Context: an optimization exercise on an open-source flow, tuned for small area, a short achievable clock period and few clock cycles per item. The choices shown serve that exercise and are no tape-out recipe.
Only simulation tests tie the RTL to the original design; equivalence was not proved.
Power is estimated from default activity; no workload was simulated.

==> flow/design.v (outline; a module is shown in full before it is edited, if it fits) <==
// module xjs_seq: 116 lines
// module xjs_step_unit: 2345 lines
// module xoshiro256plus_with_jump_schedule: 82 lines
module xoshiro256plus_with_jump_schedule
(
	input  logic        clk,
	input  logic        arst_n,
	input  logic        req_valid,
	output logic        req_ready,
	input  logic        req_op,
	input  logic [63:0] req_seed,
	output logic        rsp_valid,
	input  logic        rsp_ready,
	output logic [63:0] rsp_value,
	input  logic        cfg_we,
	input  logic        cfg_wdata
);
  // ...
==> flow/run.sh <==
#!/bin/bash
# synth_recipe.tcl (not shown) runs the flow's synth.tcl, then flattens the netlist and writes it again
# the make line also repeats each setting of config.mk as NAME=value (left out here)
make -C /OpenROAD-flow-scripts/flow DESIGN_CONFIG=/design/flow/config.mk WORK_HOME=/design/flow/orfs CLKGATE_MAP_FILE= SYNTH_SCRIPT=/design/flow/synth_recipe.tcl finish
==> flow/config.mk <==
export PLATFORM = sky130hd
export DESIGN_NAME = xoshiro256plus_with_jump_schedule
export DESIGN_NICKNAME = xoshiro256plus_with_jump_schedule
export VERILOG_FILES = /design/flow/design.v
export SDC_FILE = /design/flow/constraint.sdc
export NUM_CORES = 4
export LEC_CHECK = 0
export CAP_MARGIN = 20
export CORE_MARGIN = 2
export CORE_UTILIZATION = 33
export SLEW_MARGIN = 20
==> flow/constraint.sdc <==
create_clock -name core_clock -period 5.0 [get_ports {clk}]
set_input_delay 1.0000 -clock core_clock [delete_from_list [all_inputs] [get_ports {clk}]]
set_output_delay 1.0000 -clock core_clock [all_outputs]
set_load 0.01 [all_outputs]
==> out/summary.json, run 1 <==
{
  "yosys": {
    "synth.yosys.warnings": 3,
    "synthTopCellsByCount": "3738 x sky130_fd_sc_hd__xnor2_1, 1070 x sky130_fd_sc_hd__xor2_1, 955 x sky130_fd_sc_hd__xnor3_1, 610 x sky130_fd_sc_hd__nand2_1, 335 x sky130_fd_sc_hd__a22oi_1",
    "yosys-top-cells-area": "sky130_fd_sc_hd__xnor2_1 33%, sky130_fd_sc_hd__xnor3_1 22%, sky130_fd_sc_hd__xor2_1 9.6%",
    "synth.mux.area_fraction_pct": 1.13,
    "combinational_family_with_the_most_area_after_synthesis": "XOR/XNOR gates",
    "synth-main-ff-cell": "sky130_fd_sc_hd__dfrtp_1",
    "synth_cell_type_count": 80,
    "synth_area_sq_mm": 0.0979,
    "yosys.area_share.adder_pct": 0.826,
    "synth_seq_area_share_pct": 14.2,
    "synth-compound-area-share_pct": 7.34,
    "postSynthAreaPerCell_sq_um": 10.4,
    "synth_enable_flop_cells": 64,
    "flop_and_latch_count_out_of_synthesis": 593,
    "total_nets_after_synthesis": 9576,
    "synth_simple_gate_area_share_pct": 4.59,
    "synth_xor_area_share_pct": 68.8
  },
  "status": {
    "haltStage": "global routing",
    "run_status": "aborted with a tool error",
    "error_message": "[ERROR GRT-0116] Global routing finished with congestion. Check the congestion regions in the DRC Viewer."
  },
  "floorplanning": {
    "die_height_um": 549,
    "std_cell_rows": 199,
    "fp.dieW_um": 549,
    "io_pins": 137,
    "floorplan.initialDensity_pct": 33.2
  },
  "global_routing": {
    "maximum_number_of_pins_on_one_net_before_global_route_repair": 109
  },
  "clock_network": {
    "ctsResizeCount": 167,
    "cts_buffers": 57,
    "postCtsHoldBufs": 0,
    "post-cts-setup-buffers": 8,
    "cts_num_sinks": 593,
    "cts_root_buffer": "sky130_fd_sc_hd__clkbuf_16"
  },
  "place": {
    "pre_cts_slack_ns": -0.826,
    "dpl_cell_area_sq_mm": 0.139,
    "globalplace.congestion": 1.49
  }
}
Testbench counts, summed over its fixed seeds: cycles 3,511, draws 1,160.
==> inputs of run 2 (changes only) <==
--- a/flow/config.mk
+++ b/flow/config.mk
@@ -10,2 +10,3 @@
 export CORE_UTILIZATION = 33
+export GPL_TIMING_DRIVEN = 0
 export SLEW_MARGIN = 20
==> run 2 against run 1 <==
  * The flow again stops in global routing
  * Area after synthesis unchanged
  * Synthesized cell count did not move
==> out/summary.json, run 2 <==
{
  "yosys": {
    "synth_seq_area_share": {"value": 14.2, "unit": "%", "change": "unchanged"},
    "synth_async_sr_flop_share": {"value": 46.0, "unit": "%", "change": "unchanged"},
    "synth_largest_area_cell": {"value": "sky130_fd_sc_hd__xnor2_1", "change": "unchanged"},
    "yosys.cell_count.top_type": {"value": "sky130_fd_sc_hd__xnor2_1", "change": "unchanged"},
    "yosys-top-cells-area": {"value": "sky130_fd_sc_hd__xnor2_1 33%, sky130_fd_sc_hd__xnor3_1 22%, sky130_fd_sc_hd__xor2_1 9.6%", "change": "unchanged"},
    "flop_and_latch_count_out_of_synthesis": {"value": 593, "change": "unchanged"},
    "total_nets_after_synthesis": {"value": 9576, "change": "unchanged"},
    "synth-main-ff-cell": {"value": "sky130_fd_sc_hd__dfrtp_1", "change": "unchanged"},
    "synth_cell_type_count": {"value": 80, "change": "unchanged"},
    "synthesis.instances": {"value": 9441, "change": "unchanged"},
    "postSynthAreaPerCell": {"value": 10.4, "unit": "sq um", "change": "unchanged"},
    "synthTopCellsByCount": {"value": "3738 x sky130_fd_sc_hd__xnor2_1, 1070 x sky130_fd_sc_hd__xor2_1, 955 x sky130_fd_sc_hd__xnor3_1, 610 x sky130_fd_sc_hd__nand2_1, 335 x sky130_fd_sc_hd__a22oi_1", "change": "unchanged"},
    "synth_top_area_share": {"value": 33.4, "unit": "%", "change": "unchanged"},
    "synth_area": {"value": 0.0979, "unit": "sq mm", "change": "unchanged"},
    "synth_enable_flop_cells": {"value": 64, "change": "unchanged"},
    "synth.yosys.warnings": {"value": 3, "change": "unchanged"}
  },
  "place": {
    "hpwlAfterDp": {"value": 932000, "unit": "um", "change": "was 908000 um"},
    "place.detailed.instances": {"value": 13900, "change": "was 16800"},
    "io_buffer_count": {"value": 107, "change": "was 136"},
    "dpl_cell_area": {"value": 0.115, "unit": "sq mm", "change": "was 0.139 sq mm"},
    "globalplace.congestion": {"value": 1.49, "change": "about the same"}
  },
  "clock_network": {
    "cts_buffers": {"value": 54, "change": "was 57"},
    "cts-root-to-sink-buffers": {"value": 3, "change": "unchanged"},
    "cts_root_buffer": {"value": "sky130_fd_sc_hd__clkbuf_16", "change": "unchanged"},
    "cts_num_sinks": {"value": 593, "change": "unchanged"},
    "clock_tree.htree_level_count": {"value": 2, "change": "unchanged"}
  },
  "global_routing": {
    "maximum_number_of_pins_on_one_net_before_global_route_repair": 81
  },
  "floorplanning": {
    "io_pins": {"value": 137, "change": "unchanged"},
    "std_cell_rows": {"value": 199, "change": "unchanged"},
    "floorplan.initialDensity": {"value": 33.2, "unit": "%", "change": "unchanged"},
    "die_height": {"value": 549, "unit": "um", "change": "unchanged"},
    "fp.dieW": {"value": 549, "unit": "um", "change": "unchanged"}
  },
  "status": {
    "run_status": {"value": "aborted with a tool error", "change": "unchanged"},
    "haltStage": {"value": "global routing", "change": "unchanged"},
    "error_message": {"value": "[ERROR GRT-0116] Global routing finished with congestion. Check the congestion regions in the DRC Viewer.", "change": "unchanged"}
  }
}
[run 2: how the worst max path moves through the flow]
stage                           startpoint           to  slack [ns]  depth (start not counted)
after CTS                         u_q[242]  value_q[63]       -0.16                         14
after detailed placement  u_seq.chunk_q[1]     u_q[117]       -3.65                         16
after global placement              arst_n      u_q[27]      -11.17                          1
after floorplan           u_seq.chunk_q[3]     u_q[138]        1.16                         14
[run 2: power groups by stage]
| stage | registers [W] | clock network [W] | logic (W) |
|---|---|---|---|
| after CTS | 0.00545 | 0.00462 | 0.00275 |
| after detailed placement | 0.00553 | 0 | 0.00271 |
| after global placement | 0.00553 | 0 | 0.00267 |
| after floorplan | 0.00528 | 0 | 0.00173 |
[run 2: kinds of logic after synthesis]
| logic type | share of synthesized area (%) |
|---|---|
| xor+xnor | 68.8 |
| simple gates | 4.59 |
| buf+inv | 3.15 |
| flops | 14.2 |
| compound gates | 7.34 |
| mux | 1.13 |
| fa+ha+maj | 0.826 |
[run 2: timing repair]
item	CTS
pin swaps	492
gates cloned	2
resized for setup	2858
endpoints found under the setup margin	549
setup buffers	667
hold buffers	0
[run 2: per-stage QoR]
stage	worst slack (ns)	util [%]
floorplan	1.16	-
global placement	-11.17	35.3
detailed placement	-3.65	38.9
CTS	-0.158	47.7
